Background: an optimization exercise with open tools, aiming at small area and a short achievable clock period. Do not read the settings as production practice.
RTL that was checked went through simulation tests only; none was proved equivalent to the original.
No activity file was given, so power comes from the tool's default toggle rates.

v51:
Design traffic_generator, start of the top module:
module traffic_generator (
	input logic clk,
	input logic reset,
	input logic rx_done_tick,
	input tg_proto_pkg::byte_t rx_data_out,
	output logic tx_start_transmission,
	output tg_proto_pkg::byte_t tx_data_in,
	input logic tx_busy,
	output logic cmd_en,
	output tg_mcb_pkg::mcb_instr_t cmd_instr,
	output tg_mcb_pkg::mcb_bl_t cmd_bl,
	output tg_mcb_pkg::mcb_addr_t cmd_byte_addr,
	input logic cmd_full,
	output logic wr_en,
	output tg_mcb_pkg::mcb_word_t wr_data,
	input logic wr_full,
	output logic rd_en,
	input tg_mcb_pkg::mcb_word_t rd_data,
	input logic rd_empty
);
Size: roughly 130 I/O pins.
clock: 7.0 ns
lec_check: 0
cap_margin: 20
core_margin: 2
core_utilization: 50
cts_buf_list: sky130_fd_sc_hd__clkbuf_16
cts_cluster_diameter: 80
cts_cluster_size: 25
setup_slack_margin: 3.8
slew_margin: 20
synth_hierarchical: 1
standard.sh (not shown) runs the stock make flow with config.mk's settings and CLKGATE_MAP_FILE= SYNTH_SCRIPT=/design/flow/synth_recipe.tcl, a recipe that flattens the netlist after the stock synthesis.
==> flow/flow/run.sh <==
#!/bin/bash
set -o pipefail
CTS="-sink_clustering_enable -repair_clock_nets -sink_clustering_size 25 -sink_clustering_max_diameter 80 -buf_list sky130_fd_sc_hd__clkbuf_16 -dont_use_dummy_load"
bash standard.sh "BUFFER_PORTS_ARGS=-buffer_cell sky130_fd_sc_hd__buf_1" "CTS_ARGS=$CTS" finish > standard_flow.log 2>&1
Setup changes, v51 to v46
- a change of SETUP_SLACK_MARGIN from 3.8 to 4.05
Taking v51 as the reference point, the global-route usage of v46 rises by 0.15 points.
Between v46 and v51, the difference in worst hold slack after final layout is negligible.
v46 reached the final stage; the timing, DRC and antenna checks on its layout passed.
Going from v51 to v46, total number of cells along the worst setup path saw little to no change, number of global-route vias before repair saw little to no change, minimum clock period after layout saw a decrease, cell area after layout saw an increase.
v46 vs. v51: final wirelength went up by about 0.64%; via total after detailed routing up about 0.5%; setup slack of the critical path after layout increased 0.058 ns.
Count of instances resized after the clock tree is built, v46 and v51: larger value in v46
Against v51, non-clock buffer count in v46 rose by more than 10%.
[inputs] v30 vs v46
- SETUP_SLACK_MARGIN changed from 4.05 to 3.8
==> flow/flow/run.sh <==
#!/bin/bash
set -o pipefail
CTS="-sink_clustering_enable -repair_clock_nets -sink_clustering_size 14 -sink_clustering_max_diameter 50 -buf_list sky130_fd_sc_hd__clkbuf_8 -dont_use_dummy_load"
bash standard.sh "BUFFER_PORTS_ARGS=-buffer_cell sky130_fd_sc_hd__buf_1" "CTS_ARGS=$CTS" finish > standard_flow.log 2>&1
[summary]
- The number of CTS-inserted buffers in v46 is 0.50 times that in v30.
- Sort v30 and v46 by wire length of the first global-routing pass, ascending, and v46 comes first.
- v30 against v46: number of vias after detailed routing increased by 0.36% relative to the old numbers, minimum clock period went up, number of clock-tree buffers in the layout went up about 100%, diode insertion count for antenna repair picked up an extra 1.
- v30 reached the final stage; the timing, DRC and antenna checks on its layout passed.
- v30 vs. v46: total routing usage reported by global routing went up by 0.23 points.
No functional check of the RTL was part of any run of this note.

== run A ==
Another version of the RTL of traffic_generator (not shown whole).
Size: ~130 I/O pins, ~58000 um^2 of cells after synthesis.
clock: 7.0 ns
lec_check: 0
cap_margin: 20
core_margin: 2
core_utilization: 60
cts_buf_list: sky130_fd_sc_hd__clkbuf_16
cts_cluster_diameter: 80
cts_cluster_size: 25
place_density: 0.7
setup_slack_margin: 4.05
slew_margin: 20
synth_hierarchical: 1
==> flow/flow/run.sh <==
#!/bin/bash
set -o pipefail
CTS="-sink_clustering_enable -repair_clock_nets -sink_clustering_size 29 -sink_clustering_max_diameter 90 -buf_list sky130_fd_sc_hd__clkbuf_16 -dont_use_dummy_load"
bash standard.sh "BUFFER_PORTS_ARGS=-buffer_cell sky130_fd_sc_hd__buf_1" "CTS_ARGS=$CTS" finish > standard_flow.log 2>&1
Run A completed; timing, DRC and antenna clean
Input-level comparison between run B and run A:
- removing PLACE_DENSITY (formerly 0.7)
- changing CORE_UTILIZATION from 60 to 50
- In the flow results for run B and run A, the chip width is smaller on run A.
- Portion of the clock cycle consumed by the worst path in the final layout across run B and run A: no real change.
- As of run B, ratio of routed vias to standard cells had fallen by a few percent compared to run A.
- Compared with run A, in run B data arrival time of the critical path did not really move; synthesized flop and latch total saw little to no change; clock insertion delay at the later pin of the skew report now sits lower; share of total power in the clock network saw a decrease.
- Routed wire length was higher in the run labelled run B.
- The worst hold slack of run A and that of run B are within noise of each other.
- Global-route usage over all layers, run B and run A: lower on run B
Setup changes, run B to run C
- PLACE_DENSITY: unset -> 0.7
- CORE_UTILIZATION: 50 -> 60
==> flow/flow/run.sh <==
#!/bin/bash
set -o pipefail
CTS="-sink_clustering_enable -repair_clock_nets -sink_clustering_size 25 -sink_clustering_max_diameter 80 -buf_list sky130_fd_sc_hd__clkbuf_16 -dont_use_dummy_load"
bash standard.sh "BUFFER_PORTS_ARGS=-buffer_cell sky130_fd_sc_hd__buf_1" "CTS_ARGS=$CTS" finish > standard_flow.log 2>&1
[summary]
From run C to run B, number of storage elements in the synthesis netlist did not move at all.
Every stage of the flow completed for run C, and the final layout passed the timing, DRC and antenna checks.
| synthesized cell count | run C vs run B | ≈ equal |
Run C vs. run B: area of the core went down; effective utilization at floorplan +10 points.
Compared run B against run C; hold slack within noise.
Input-level comparison between run D and run C:
- a deleted PLACE_DENSITY that had been 0.7
- a change of CORE_UTILIZATION from 60 to 50
Notes after the runs:
Run D closes out successfully: all stages finished, all timing, DRC and antenna checks passed.
Relative to run C, total instance count after detailed placement has gone up in run D.
Run D: wire length of the first global-routing pass higher than run C
Compared with run C, run D shows post-route core utilization lower by 11 points.
Run C → run D: cell area grew by 500 um^2, cell count grew by 6.0%.

Another version of the RTL of traffic_generator (not shown whole).
Size in the first run: roughly 3700 cells after synthesis, about 1600 flip-flops, ~130 I/O pins, about 62000 sq um of cells after synthesis.
clock: 7.0 ns
lec_check: 0
cap_margin: 20
core_margin: 2
core_utilization: 65
cts_buf_list: sky130_fd_sc_hd__clkbuf_8
cts_cluster_size: 24
slew_margin: 20
run.sh (not shown) runs the stock make flow with config.mk's settings and CLKGATE_MAP_FILE= SYNTH_SCRIPT=/design/flow/synth_recipe.tcl, a recipe that flattens the netlist after the stock synthesis.
Stock flow here: none of the scripts above is used.
The first run finished clean.
Then changed:
Settings changed: SETUP_SLACK_MARGIN set to 3.6.
Outcome:
- The new run completed with no timing, DRC or antenna violations
- wire length went up by 2.0%
- final area rose by 0.37%
- clock skew came out lower by 8.8 ps
- sequential cell count stays the same
- non-clock buffer count came out higher by 15
- final cell count hardly moves
- total power decreases by 1.8%
- synthesized cell count does not change
- die area is unchanged
- sequential power hardly moves

==> port drivers added, routing unchanged <==
How much do the figures lean on ideal ports? The routed layouts below were timed once more, with nothing changed but the port constraints.
Step 1 (the two cells are an assumption about what drives the block):
set clk [get_ports {clk}]
set_driving_cell -lib_cell sky130_fd_sc_hd__clkbuf_16 $clk
set_driving_cell -lib_cell sky130_fd_sc_hd__buf_2 [delete_from_list [all_inputs] $clk]
Step 2 times the ports against the registers' clock, not the clock port: input delays grow and output delays shrink by t, the midpoint of the rising clock arrivals with the driver on.
Slacks: ideal / step 1 / step 2; pairs: ideal / step 1.
run | shift t [ns] | setup slack, ns | slew at the worst register clock pin (ns)
v51 | 0.719 | 3.830 / 3.798 / 3.322 | 0.10 / 0.10
v46 | 0.723 | 3.888 / 3.835 / 3.486 | 0.10 / 0.10
v30 | 0.861 | 3.829 / 3.795 / 3.329 | 0.09 / 0.09
run A | 0.715 | 3.897 / 3.846 / 3.416 | 0.12 / 0.12
run B | 0.700 | 3.893 / 3.841 / 3.496 | 0.11 / 0.11
run C | 0.704 | 3.911 / 3.858 / 3.475 | 0.10 / 0.10
run D | 0.703 | 3.900 / 3.846 / 3.496 | 0.11 / 0.11
the first run of note 3 | 0.977 | 2.863 / 2.863 / 2.027 | 0.07 / 0.07
the second run of note 3 | 0.966 | 3.512 / 3.544 / 2.588 | 0.07 / 0.07
After both steps every run listed still meets setup and hold. The setup slack of the second run of note 3, which loses most, moves by +0.032 ns with the drivers and by -0.924 ns with both steps.
